From an optimization exercise on the open Yosys and OpenROAD flow, aimed at small area, a short achievable clock period and few clock cycles per item; shortcuts taken in it are not production practice.
Where RTL was checked, it was by simulation tests only, not by an equivalence proof against the original.
No activity file was given, so power comes from the tool's default toggle rates.

## axi_lite_slave_mem
module axi_lite_slave_mem #(
    parameter int ADDR_WIDTH = 32,
    parameter int DATA_WIDTH = 32,
    parameter int DEPTH      = 32
) (
    input  logic                  s_axi_aclk,
    input  logic                  s_axi_areset,
    input  logic [ADDR_WIDTH-1:0] s_axi_awaddr,
    input  logic [2:0]            s_axi_awprot,
    input  logic                  s_axi_awvalid,
    output logic                  s_axi_awready,
    input  logic [DATA_WIDTH-1:0] s_axi_wdata,
    input  logic [3:0]            s_axi_wstrb,
    input  logic                  s_axi_wvalid,
    output logic                  s_axi_wready,
    output logic [1:0]            s_axi_bresp,
    output logic                  s_axi_bvalid,
    input  logic                  s_axi_bready,
    input  logic [ADDR_WIDTH-1:0] s_axi_araddr,
    input  logic [2:0]            s_axi_arprot,
    input  logic                  s_axi_arvalid,
    output logic                  s_axi_arready,
    output logic [DATA_WIDTH-1:0] s_axi_rdata,
    output logic [1:0]            s_axi_rresp,
    output logic                  s_axi_rvalid,
    input  logic                  s_axi_rready
);
For scale: ~2,500 cells after synthesis, roughly 150 I/O pins, roughly 43,000 um2 of cells after synthesis.
Settings: LEC_CHECK=0, CAP_MARGIN=20, CORE_MARGIN=2, CORE_UTILIZATION=40, CTS_CLUSTER_DIAMETER=120, CTS_CLUSTER_SIZE=24, SETUP_SLACK_MARGIN=2.0, SLEW_MARGIN=20, SYNTH_HIERARCHICAL=1; clock period 4.0 ns.
standard.sh (not shown) runs the stock make flow with config.mk's settings and CLKGATE_MAP_FILE= SYNTH_SCRIPT=/design/flow/synth_recipe.tcl, a recipe that flattens the netlist after the stock synthesis.
==> flow/flow/run.sh <==
#!/bin/bash
# Own layout flow: the standard flow (standard.sh, unchanged synthesis, floorplan,
# power grid and tap cells), with plain buffers for the port buffers instead of the
# delay cells buffer_ports picks on its own.
set -euo pipefail
export BUFFER_PORTS_ARGS="-buffer_cell sky130_fd_sc_hd__buf_2"
bash standard.sh finish > flow_standard.log 2>&1
Then changed:
- CORE_UTILIZATION: 40 -> 50
- PLACE_DENSITY: default -> 0.7
- SETUP_SLACK_MARGIN: 2.0 -> 2.2
Hold slack improves by 10 ps. Clock skew climbs by 6.3 ps. Utilization goes up by 12 points. Via count climbs by a few percent.
Then changed:
- CORE_UTILIZATION: 50 -> 40
- PLACE_DENSITY: 0.7 -> default
- SETUP_SLACK_MARGIN: 2.2 -> 2.4
Outcome: Critical path depth stays the same; first-iteration DRC count goes down by 11%; clock power climbs by about 2%; final area went up by 6.3%; register-to-register slack improved by 60 ps; core utilization falls by 8.1 points; via count grows by 1.5%; routed wire length went up by 8.1%; setup slack improved by 30 ps.
No functional check of the RTL was part of any run of this note.

---

axi_lite_slave_mem, a different RTL version from the one above (not shown whole).
Size in the first run: about 2,400 cells after synthesis, ~1,200 flip-flops, about 150 I/O pins, roughly 43,000 µm² of cells after synthesis.
==> flow/design.v (excerpt) <==
module axi_lite_slave_mem #(
    parameter int ADDR_WIDTH = 32,
    parameter int DATA_WIDTH = 32,
    parameter int DEPTH      = 32
) (
    input  logic                  s_axi_aclk,
    input  logic                  s_axi_areset,
    input  logic [ADDR_WIDTH-1:0] s_axi_awaddr,
    input  logic [2:0]            s_axi_awprot,
    input  logic                  s_axi_awvalid,
    output logic                  s_axi_awready,
    input  logic [DATA_WIDTH-1:0] s_axi_wdata,
    input  logic [3:0]            s_axi_wstrb,
    input  logic                  s_axi_wvalid,
    output logic                  s_axi_wready,
    output logic [1:0]            s_axi_bresp,
    output logic                  s_axi_bvalid,
    input  logic                  s_axi_bready,
    input  logic [ADDR_WIDTH-1:0] s_axi_araddr,
    input  logic [2:0]            s_axi_arprot,
    input  logic                  s_axi_arvalid,
    output logic                  s_axi_arready,
    output logic [DATA_WIDTH-1:0] s_axi_rdata,
    output logic [1:0]            s_axi_rresp,
    output logic                  s_axi_rvalid,
    input  logic                  s_axi_rready
);
Settings: LEC_CHECK=0, CAP_MARGIN=20, CORE_MARGIN=2, CORE_UTILIZATION=55, CTS_CLUSTER_DIAMETER=120, CTS_CLUSTER_SIZE=24, SETUP_SLACK_MARGIN=2.0, SLEW_MARGIN=20, SYNTH_HIERARCHICAL=1; clock period 4.0 ns.
Scripts as last shown in full above: flow/flow/run.sh
Testbench counts at the start, summed over its fixed seeds: cycles 8,024, items 16,000.
==> next run, changes <==
--- a/flow/config.mk
+++ b/flow/config.mk
@@ -10 +10 @@
-export CORE_UTILIZATION = 55
+export CORE_UTILIZATION = 40
Outcome: Worst setup slack gets worse by 0.026 ns. First-iteration DRC count goes up by 21%. Via count barely changes. Worst hold slack gets worse by 0.011 ns. Non-clock buffer count goes up by 8. Routed wire length goes down by 0.59%. Final cell count goes up by 9.8%. Total power is about the same.

==> re-timing with driven ports <==
In the flow no input, the clock included, has a driving cell. The finished layouts below were timed again as built, in two steps. Step 1 sets driving cells, clkbuf_16 on the clock port and buf_2 on the other inputs (assumed; they add their load-dependent delay and slew). Step 2 adds t to the input delays and takes it off the output delays; t is the mean of the earliest and latest rising clock arrival at the registers after step 1. Input paths then give back, and output paths get back, about the clock's delay inside the block. Three values: no drivers, after step 1, after step 2; two values: the first two.
| run | t, ns | slack for setup (ns) | hold WS [ns] | slew at the worst register clock pin (ns) |
|---|---|---|---|---|
| the first run of note 1 | 0.721 | 2.006 / 1.958 / 1.362 | 0.360 / 0.328 / 0.456 | 0.10 / 0.10 |
| the second run of note 1 | 0.699 | 2.029 / 1.968 / 1.523 | 0.370 / 0.343 / 0.462 | 0.10 / 0.10 |
| the third run of note 1 | 0.731 | 2.060 / 1.989 / 1.522 | 0.357 / 0.320 / 0.467 | 0.10 / 0.10 |
| the first run of note 2 | 0.708 | 2.010 / 1.943 / 1.537 | 0.372 / 0.326 / 0.485 | 0.10 / 0.10 |
| the second run of note 2 | 0.716 | 1.984 / 1.913 / 1.610 | 0.361 / 0.320 / 0.490 | 0.10 / 0.10 |
After both steps every run listed still meets setup and hold. The setup slack of the first run of note 1, which loses most, moves by -0.048 ns with the drivers and by -0.644 ns with both steps.
